Background: an optimization exercise with open tools, aiming at small area, a short achievable clock period and few clock cycles per item. Do not read the settings as production practice. RTL that was checked went through simulation tests only; none was proved equivalent to the original. No activity file was given, so power comes from the tool's default toggle rates.

Design systolic_top, start of the top module:
module systolic_top (
    input  logic        clk,
    input  logic        rst_n,
    input  logic        wb_cyc,
    input  logic        wb_stb,
    input  logic        wb_we,
    input  logic [5:0]  wb_adr,
    input  logic [31:0] wb_dat_w,
    output logic [31:0] wb_dat_r,
    output logic        wb_ack
);
Settings: LEC_CHECK=0, ABC_AREA=1, CAP_MARGIN=20, CORE_MARGIN=2, CORE_UTILIZATION=40, SETUP_SLACK_MARGIN=5, SLEW_MARGIN=20; clock period 9.0 ns.
standard.sh (not shown) runs the stock make flow with config.mk's settings and CLKGATE_MAP_FILE= SYNTH_SCRIPT=/design/flow/synth_recipe.tcl, a recipe that flattens the netlist after the stock synthesis.
==> flow/flow/run.sh <==
#!/bin/bash
set -euo pipefail
MARGIN=${MARGIN:-6}
bash standard.sh SETUP_SLACK_MARGIN=$MARGIN \
  "CTS_ARGS=-sink_clustering_enable -repair_clock_nets -sink_clustering_size 16 -sink_clustering_max_diameter 60 -buf_list sky130_fd_sc_hd__clkbuf_8 -dont_use_dummy_load" \
  finish > flow.log 2>&1
Testbench counts at the start, summed over its fixed seeds: cycles 11,520, jobs 384.
Change:
==> flow/flow/run.sh (replaced) <==
#!/bin/bash
# The standard layout (the standard.sh, unchanged synthesis), with
#  - a clock tree of mid-size buffers, clusters of up to 16 flip-flops and no
#    dummy balancing loads,
#  - plain buf_4 cells as the port buffers.
# Each tool's log is under orfs/logs; make's output goes to flow.log.
set -euo pipefail
MARGIN=${MARGIN:-6}
bash standard.sh SETUP_SLACK_MARGIN=$MARGIN \
  "CTS_ARGS=-sink_clustering_enable -repair_clock_nets -sink_clustering_size 16 -sink_clustering_max_diameter 60 -buf_list sky130_fd_sc_hd__clkbuf_8 -dont_use_dummy_load" \
  "BUFFER_PORTS_ARGS=-buffer_cell sky130_fd_sc_hd__buf_4" \
  finish > flow.log 2>&1
Settings changed: ABC_AREA 1 to unset.
After rerunning:
- The changed run produced a clean layout
- wire length is lower by about a fifth
- non-clock buffer count is lower by 24
- final cell count is lower by about a fifth
- utilization is lower by 0.57 points
- first-iteration DRC count is lower by roughly a tenth
- area after synthesis is lower by a few percent
Change:
Settings changed: ABC_AREA set to 1, CORE_UTILIZATION 40 to 50.
The changed run finished with timing, DRC and antenna clean.
Wire length rises by about 17%.
First-iteration DRC count increases by 35%.
Die area fell by 16%.
Clock skew went up by 0.0066 ns.
Final cell count rose by about 23%.
Maximum frequency rose by about 6%.
Register-to-register slack gains 0.18 ns.
Power came out lower by about 44%.
Change:
--- a/flow/flow/run.sh
+++ b/flow/flow/run.sh
@@ -6,5 +6,5 @@
 # Each tool's log is under orfs/logs; make's output goes to flow.log.
 set -euo pipefail
-MARGIN=${MARGIN:-6}
+MARGIN=${MARGIN:-6.15}
 bash standard.sh SETUP_SLACK_MARGIN=$MARGIN \
   "CTS_ARGS=-sink_clustering_enable -repair_clock_nets -sink_clustering_size 16 -sink_clustering_max_diameter 60 -buf_list sky130_fd_sc_hd__clkbuf_8 -dont_use_dummy_load" \
Settings changed: CORE_UTILIZATION 50 to 40.
Effect: Sequential share of layout area falls by 1.4 points. Worst setup slack degrades by 0.049 ns. Register-to-register slack improves by 0.12 ns. Sequential power is about the same.

========
run 1:
Another version of the RTL of systolic_top (not shown whole).
Size in the first run: about 300 flip-flops, about 19000 µm² of cells after synthesis.
==> flow/config.mk <==
export PLATFORM = sky130hd
export DESIGN_NAME = systolic_top
export DESIGN_NICKNAME = systolic_top
export VERILOG_FILES = /design/flow/design.v
export SDC_FILE = /design/flow/constraint.sdc
export NUM_CORES = 4
export LEC_CHECK = 0
export ABC_CLOCK_PERIOD_IN_PS = 2500
export CAP_MARGIN = 20
export CORE_MARGIN = 2
export CORE_UTILIZATION = 40
export SETUP_SLACK_MARGIN = 5
export SLEW_MARGIN = 20
==> flow/constraint.sdc <==
create_clock -name core_clock -period 9.0 [get_ports {clk}]
set_input_delay 1.8000 -clock core_clock [delete_from_list [all_inputs] [get_ports {clk}]]
set_output_delay 1.8000 -clock core_clock [all_outputs]
set_load 0.01 [all_outputs]
==> flow/flow/run.sh <==
#!/bin/bash
set -euo pipefail
bash standard.sh SETUP_SLACK_MARGIN=6 finish > flow.log 2>&1
Testbench counts of run 1, summed over its fixed seeds: cycles 11,520, jobs 384.
Modified inputs, run 2 compared to run 1
--- a/flow/config.mk
+++ b/flow/config.mk
@@ -8 +8 @@
-export ABC_CLOCK_PERIOD_IN_PS = 2500
+export ABC_AREA = 1
Notes after the runs:
- Timing, DRC, antenna: 0 failures across run 2 and run 1
- Run 2 vs. run 1: final non-filler cell total now sits higher, number of gates on the worst path with buffers counted now sits lower, global-route track usage on met1 now sits lower, routed metal-1 wire length now sits lower.
- Summary of run 2 over run 1: total wire length lower, share of cell area taken by muxes after synthesis lower, fraction of the cycle the final worst path needs lower.
Here is what was changed in the inputs of run 3 compared with run 2.
==> flow/run.sh (new file) <==
#!/bin/bash
# synth_recipe.tcl (not shown) runs the flow's synth.tcl, then flattens the netlist and writes it again
# the make line also repeats each setting of config.mk as NAME=value (left out here)
make -C /OpenROAD-flow-scripts/flow DESIGN_CONFIG=/design/flow/config.mk WORK_HOME=/design/flow/orfs CLKGATE_MAP_FILE= SYNTH_SCRIPT=/design/flow/synth_recipe.tcl finish
--- a/flow/config.mk
+++ b/flow/config.mk
@@ -8 +8 @@
-export ABC_AREA = 1
+export ABC_CLOCK_PERIOD_IN_PS = 2500
removed: flow/flow/run.sh
removed: flow/standard.sh
### Flow results
Run 3 has completed all stages; timing, DRC and antenna checks passed. The power in run 3 sits 20% below the value recorded for run 2. Side by side, post-CTS setup buffer count turned out lower in run 3 than in run 2. Higher clock group share of total power goes to run 3 over run 2. Re number of ordinary inverters in the final layout: run 2 was higher than run 3. Going from run 2 to run 3, the register share of the cell area was found to have gone up by 0.44 points. Cell area, run 2 and run 3: higher on run 2.

========
RTL: one of the versions met above, not the one the previous note started from.
Size: about 2200 cells after synthesis, about 310 flip-flops, ~76 I/O pins.
==> flow/config.mk <==
export PLATFORM = sky130hd
export DESIGN_NAME = systolic_top
export DESIGN_NICKNAME = systolic_top
export VERILOG_FILES = /design/flow/design.v
export SDC_FILE = /design/flow/constraint.sdc
export NUM_CORES = 4
export LEC_CHECK = 0
export ABC_AREA = 1
export CAP_MARGIN = 20
export CORE_MARGIN = 2
export CORE_UTILIZATION = 40
export PLACE_DENSITY = 0.72
export SETUP_SLACK_MARGIN = 5
export SLEW_MARGIN = 20
==> flow/constraint.sdc <==
create_clock -name core_clock -period 9.0 [get_ports {clk}]
set_input_delay 1.8000 -clock core_clock [delete_from_list [all_inputs] [get_ports {clk}]]
set_output_delay 1.8000 -clock core_clock [all_outputs]
set_load 0.01 [all_outputs]
==> flow/flow/run.sh <==
#!/bin/bash
# The standard layout (the standard.sh, unchanged synthesis), with
#  - a clock tree of mid-size buffers, clusters of up to 16 flip-flops and no
#    dummy balancing loads,
#  - plain buf_4 cells as the port buffers.
# Each tool's log is under orfs/logs; make's output goes to flow.log.
set -euo pipefail
MARGIN=${MARGIN:-6}
bash standard.sh SETUP_SLACK_MARGIN=$MARGIN \
  "CTS_ARGS=-sink_clustering_enable -repair_clock_nets -sink_clustering_size 16 -sink_clustering_max_diameter 60 -buf_list sky130_fd_sc_hd__clkbuf_8 -dont_use_dummy_load" \
  "BUFFER_PORTS_ARGS=-buffer_cell sky130_fd_sc_hd__buf_4" \
  finish > flow.log 2>&1
The first run went through all stages and came out clean.
Testbench counts at the start, summed over its fixed seeds: cycles 11,520, jobs 384.
==> next run, changes <==
--- a/flow/config.mk
+++ b/flow/config.mk
@@ -10,5 +10,4 @@
 export CORE_MARGIN = 2
 export CORE_UTILIZATION = 40
-export PLACE_DENSITY = 0.72
 export SETUP_SLACK_MARGIN = 5
 export SLEW_MARGIN = 20
=>
- routed wire length climbs by a few percent
- core utilization barely changes
- clock-buffer cell count does not change
- fmax goes down slightly
- worst hold slack degrades by 0.021 ns
- worst setup slack degrades by 0.015 ns
- critical path depth is higher by 4
- clock power climbs slightly
==> next run, changes <==
==> flow/flow/run.sh (replaced) <==
#!/bin/bash
set -euo pipefail
MARGIN=${MARGIN:-6.3}
bash standard.sh SETUP_SLACK_MARGIN=$MARGIN \
  "CTS_ARGS=-sink_clustering_enable -repair_clock_nets -sink_clustering_size 16 -sink_clustering_max_diameter 60 -buf_list sky130_fd_sc_hd__clkbuf_8 -dont_use_dummy_load" \
  finish > flow.log 2>&1
After rerunning: The changed run finished clean. Final area rises by 14%. First-iteration DRC count falls by 3.9%. Via count rises by 6.1%. Sequential power hardly moves. Hold slack improves by 0.028 ns. Clock-buffer cell count rises by 1. Worst setup slack improves by 0.072 ns. Clock power rises by about 1%.
==> next run, changes <==
==> flow/flow/run.sh (replaced) <==
#!/bin/bash
set -euo pipefail
MARGIN=${MARGIN:-5.8}
bash standard.sh SETUP_SLACK_MARGIN=$MARGIN \
  "CTS_ARGS=-sink_clustering_enable -repair_clock_nets -sink_clustering_size 16 -sink_clustering_max_diameter 60 -buf_list sky130_fd_sc_hd__clkbuf_8 -dont_use_dummy_load" \
  finish > flow.log 2>&1
Outcome:
- The new run went through all stages and came out clean
- flip-flop and latch count stays the same
- core utilization fell by 6.0 points
- global-route usage fell by 2.8 points
- sequential share of layout area rose by 3.7 points
- clock skew fell by 0.010 ns
- via count fell by a little under a tenth
- sequential power barely changes
- synthesized area does not change
- wire length fell by roughly a tenth
- cell area fell by roughly a tenth
- clock power fell by a few percent

========
Another version of the RTL of systolic_top (not shown whole).
Size in the first run: roughly 76 I/O pins.
export LEC_CHECK = 0
export ABC_AREA = 1
export CAP_MARGIN = 20
export CORE_MARGIN = 2
export CORE_UTILIZATION = 40
export SETUP_SLACK_MARGIN = 5
export SLEW_MARGIN = 20
create_clock -name core_clock -period 9.0 [get_ports {clk}]
==> flow/flow/run.sh <==
#!/bin/bash
set -euo pipefail
bash standard.sh SETUP_SLACK_MARGIN=6 finish > flow.log 2>&1
The first run completed without violations.
Then changed:
==> flow/flow/run.sh (replaced) <==
#!/bin/bash
set -euo pipefail
bash standard.sh SETUP_SLACK_MARGIN=6 \
  "CTS_ARGS=-sink_clustering_enable -repair_clock_nets -buf_list sky130_fd_sc_hd__clkbuf_8 -dont_use_dummy_load" \
  finish > flow.log 2>&1
Settings changed: CTS_BUF_LIST set to sky130_fd_sc_hd__clkbuf_8.
Effect: The new run ran to the end with no violations; clock power shrinks by 32%; sequential share of layout area grows by 0.96 points; setup slack gets better by 18 ps; maximum frequency goes up by 0.59%; count of clock-buffer cells in the layout shrinks by 2; worst hold slack got worse by 21 ps; die area does not change; critical path depth falls by 1; synthesized cell count is unchanged.
Then changed:
==> flow/flow/run.sh (replaced) <==
#!/bin/bash
set -euo pipefail
bash standard.sh SETUP_SLACK_MARGIN=6 finish > flow.log 2>&1
Settings changed: CTS_CLUSTER_DIAMETER set to 60, CTS_CLUSTER_SIZE set to 16.
Via count hardly moves.
Clock-buffer cell count shrinks by 18.
Sequential share of layout area stays flat.
Worst hold slack improved by 11 ps.
No run of this note included a check of the RTL's function; only the layout flow was run.

========
systolic_top, a different RTL version from the one above (not shown whole).
For scale: ~2100 cells after synthesis, about 290 flip-flops, ~76 I/O pins, ~17000 sq um of cells after synthesis.
==> flow/design.v (excerpt) <==
module systolic_top (
    input  logic        clk,
    input  logic        rst_n,
    input  logic        wb_cyc,
    input  logic        wb_stb,
    input  logic        wb_we,
    input  logic [5:0]  wb_adr,
    input  logic [31:0] wb_dat_w,
    output logic [31:0] wb_dat_r,
    output logic        wb_ack
);
    logic [15:0] ax [2];
    logic [15:0] ay [2];
    logic [7:0]  bu [2];
    logic [7:0]  bv [2];
    logic [7:0]  b_enc;
    logic [24:0] c_ring [4];
    logic        c_vld;
    logic        busy;
    logic        done;
    logic [1:0]  run_cnt;
    logic [1:0]  k;
    logic        k0_n, k1_n;
    logic        access;
    logic        wr_en;
    logic        start;
    logic [24:0] rd_d;
    logic [24:0] rd_q;
    assign access = wb_cyc && wb_stb && !wb_ack;
    assign wr_en  = access && wb_we && !busy;
    assign start  = wr_en && (wb_adr == 6'd8) && wb_dat_w[0];
    always_ff @(posedge clk or negedge rst_n) begin
        if (!rst_n) begin
            wb_ack <= 1'b0;
        end else begin
            wb_ack <= access;
        end
    end
    assign k0_n = ~k[0];
    assign k1_n = k[1] ^ k[0];
    logic wr_a, wr_b;
    assign wr_a = wr_en && (wb_adr[5:2] == 4'd0);
    assign wr_b = wr_en && (wb_adr[5:2] == 4'd1);
    function automatic logic [7:0] booth_enc(input logic [7:0] b);
        for (int m = 0; m < 4; m++) begin
            booth_enc[2*m]   = b[2*m] ^ ((m == 0) ? 1'b0 : b[2*m-1]);
            booth_enc[2*m+1] = b[2*m+1];
        end
    endfunction
    function automatic logic [7:0] booth_dec(input logic [7:0] e);
        for (int m = 0; m < 4; m++) begin
            booth_dec[2*m+1] = e[2*m+1];
  ...
==> flow/config.mk <==
export PLATFORM = sky130hd
export DESIGN_NAME = systolic_top
export DESIGN_NICKNAME = systolic_top
export VERILOG_FILES = /design/flow/design.v
export SDC_FILE = /design/flow/constraint.sdc
export NUM_CORES = 4
export LEC_CHECK = 0
export ABC_AREA = 1
export CAP_MARGIN = 20
export CORE_MARGIN = 2
export CORE_UTILIZATION = 40
export SETUP_SLACK_MARGIN = 5
export SLEW_MARGIN = 20
export TNS_END_PERCENT = 50
==> flow/constraint.sdc <==
create_clock -name core_clock -period 9.0 [get_ports {clk}]
set_input_delay 1.8000 -clock core_clock [delete_from_list [all_inputs] [get_ports {clk}]]
set_output_delay 1.8000 -clock core_clock [all_outputs]
set_load 0.01 [all_outputs]
==> flow/flow/run.sh <==
#!/bin/bash
# The standard layout (the standard.sh, unchanged synthesis), with
#  - a clock tree of mid-size buffers, clusters of up to 16 flip-flops and no
#    dummy balancing loads,
#  - plain buf_4 cells as the port buffers.
# Each tool's log is under orfs/logs; make's output goes to flow.log.
set -euo pipefail
MARGIN=${MARGIN:-6}
bash standard.sh SETUP_SLACK_MARGIN=$MARGIN \
  "CTS_ARGS=-sink_clustering_enable -repair_clock_nets -sink_clustering_size 16 -sink_clustering_max_diameter 60 -buf_list sky130_fd_sc_hd__clkbuf_8 -dont_use_dummy_load" \
  "BUFFER_PORTS_ARGS=-buffer_cell sky130_fd_sc_hd__buf_4" \
  finish > flow.log 2>&1
The first run passed the timing, design-rule and antenna checks.
Testbench counts at the start, summed over its fixed seeds: cycles 11,520, jobs 384.
Rerun with:
TNS_END_PERCENT = default   (was 50)
=> Synthesized area does not change; first-iteration DRC count fell by a few percent; final area is about the same; power is lower slightly; combinational power went down slightly; routed wire length climbs slightly; global-route usage rises by 0.25 points; fmax went up slightly.

========
the previous run:
systolic_top, a different RTL version from the one above (not shown whole).
Size in the first run: ~290 flip-flops, about 76 I/O pins.
==> flow/config.mk <==
export PLATFORM = sky130hd
export DESIGN_NAME = systolic_top
export DESIGN_NICKNAME = systolic_top
export VERILOG_FILES = /design/flow/design.v
export SDC_FILE = /design/flow/constraint.sdc
export NUM_CORES = 4
export LEC_CHECK = 0
export CAP_MARGIN = 20
export CORE_MARGIN = 2
export CORE_UTILIZATION = 40
export SLEW_MARGIN = 20
==> flow/constraint.sdc <==
create_clock -name core_clock -period 9.0 [get_ports {clk}]
set_input_delay 1.8000 -clock core_clock [delete_from_list [all_inputs] [get_ports {clk}]]
set_output_delay 1.8000 -clock core_clock [all_outputs]
set_load 0.01 [all_outputs]
run.sh (not shown) runs the stock make flow with config.mk's settings and CLKGATE_MAP_FILE= SYNTH_SCRIPT=/design/flow/synth_recipe.tcl, a recipe that flattens the netlist after the stock synthesis.
Stock flow here: none of the scripts above is used.
Every stage of the flow completed for the previous run, and the final layout passed the timing, design-rule and antenna checks.
Testbench counts of the previous run, summed over its fixed seeds: cycles 11,520, jobs 384.
## Diff of input files: the current run against the previous run
Settings: ABC_CLOCK_PERIOD_IN_PS now 2500, previously not set; SETUP_SLACK_MARGIN now 5, previously not set.
==> run summary <==
The final layout from the current run, which completed every stage, passed the timing, design-rule and antenna checks at the end of the flow. The previous run has completed all stages; timing, DRC and antenna checks passed. The current run vs. the previous run: total power draw saw a decrease; routed wire length up 3200 um; final instance count without filler cells rose by about 4%.

## port drivers added, routing unchanged
The results above use ideal ports. As a check the final layouts listed here were re-extracted and re-timed, cells and wires unchanged. Step 1 assumes that a clkbuf_16 drives the clock port and a buf_2 every other input. Step 2 also shifts input and output timing later by t, the mid clock arrival at the registers, as if the neighbouring blocks saw the same clock. Slacks: ideal / step 1 / step 2; pairs: ideal / step 1.
run	t (ns)	setup slack, ns	worst setup path at the end
the first run of note 1	0.660	5.991 / 5.949 / 5.364	input to register
the second run of note 1	0.635	5.863 / 5.863 / 5.314	input to register
the third run of note 1	0.601	6.032 / 6.036 / 5.449	input to register
the fourth run of note 1	0.681	5.983 / 5.927 / 5.552	input to register
run 1	0.590	5.733 / 5.733 / 5.352	input to register
run 2	0.591	5.953 / 5.953 / 5.382	input to register
run 3	0.593	5.098 / 5.131 / 4.538	input to register
the first run of note 3	0.641	6.019 / 5.991 / 5.387	input to register
the second run of note 3	0.665	6.004 / 5.987 / 5.367	input to register
the third run of note 3	0.673	6.076 / 6.021 / 5.594	input to register
the fourth run of note 3	0.653	5.797 / 5.823 / 5.170	input to register
the first run of note 4	0.603	5.985 / 5.991 / 5.394	input to register
the second run of note 4	0.644	6.003 / 5.962 / 5.369	input to register
the third run of note 4	0.671	6.007 / 5.954 / 5.365	input to register
the first run of note 5	0.653	5.921 / 5.939 / 5.286	input to register
the second run of note 5	0.645	5.942 / 5.942 / 5.372	input to register
the previous run	0.633	3.849 / 3.849 / 3.849	register to register
the current run	0.635	5.007 / 5.007 / 4.620	input to register
After both steps setup and hold are still met in every run listed. For the third run of note 4, which loses most, drivers alone change the setup slack by -0.053 ns; drivers and shift together by -0.642 ns.
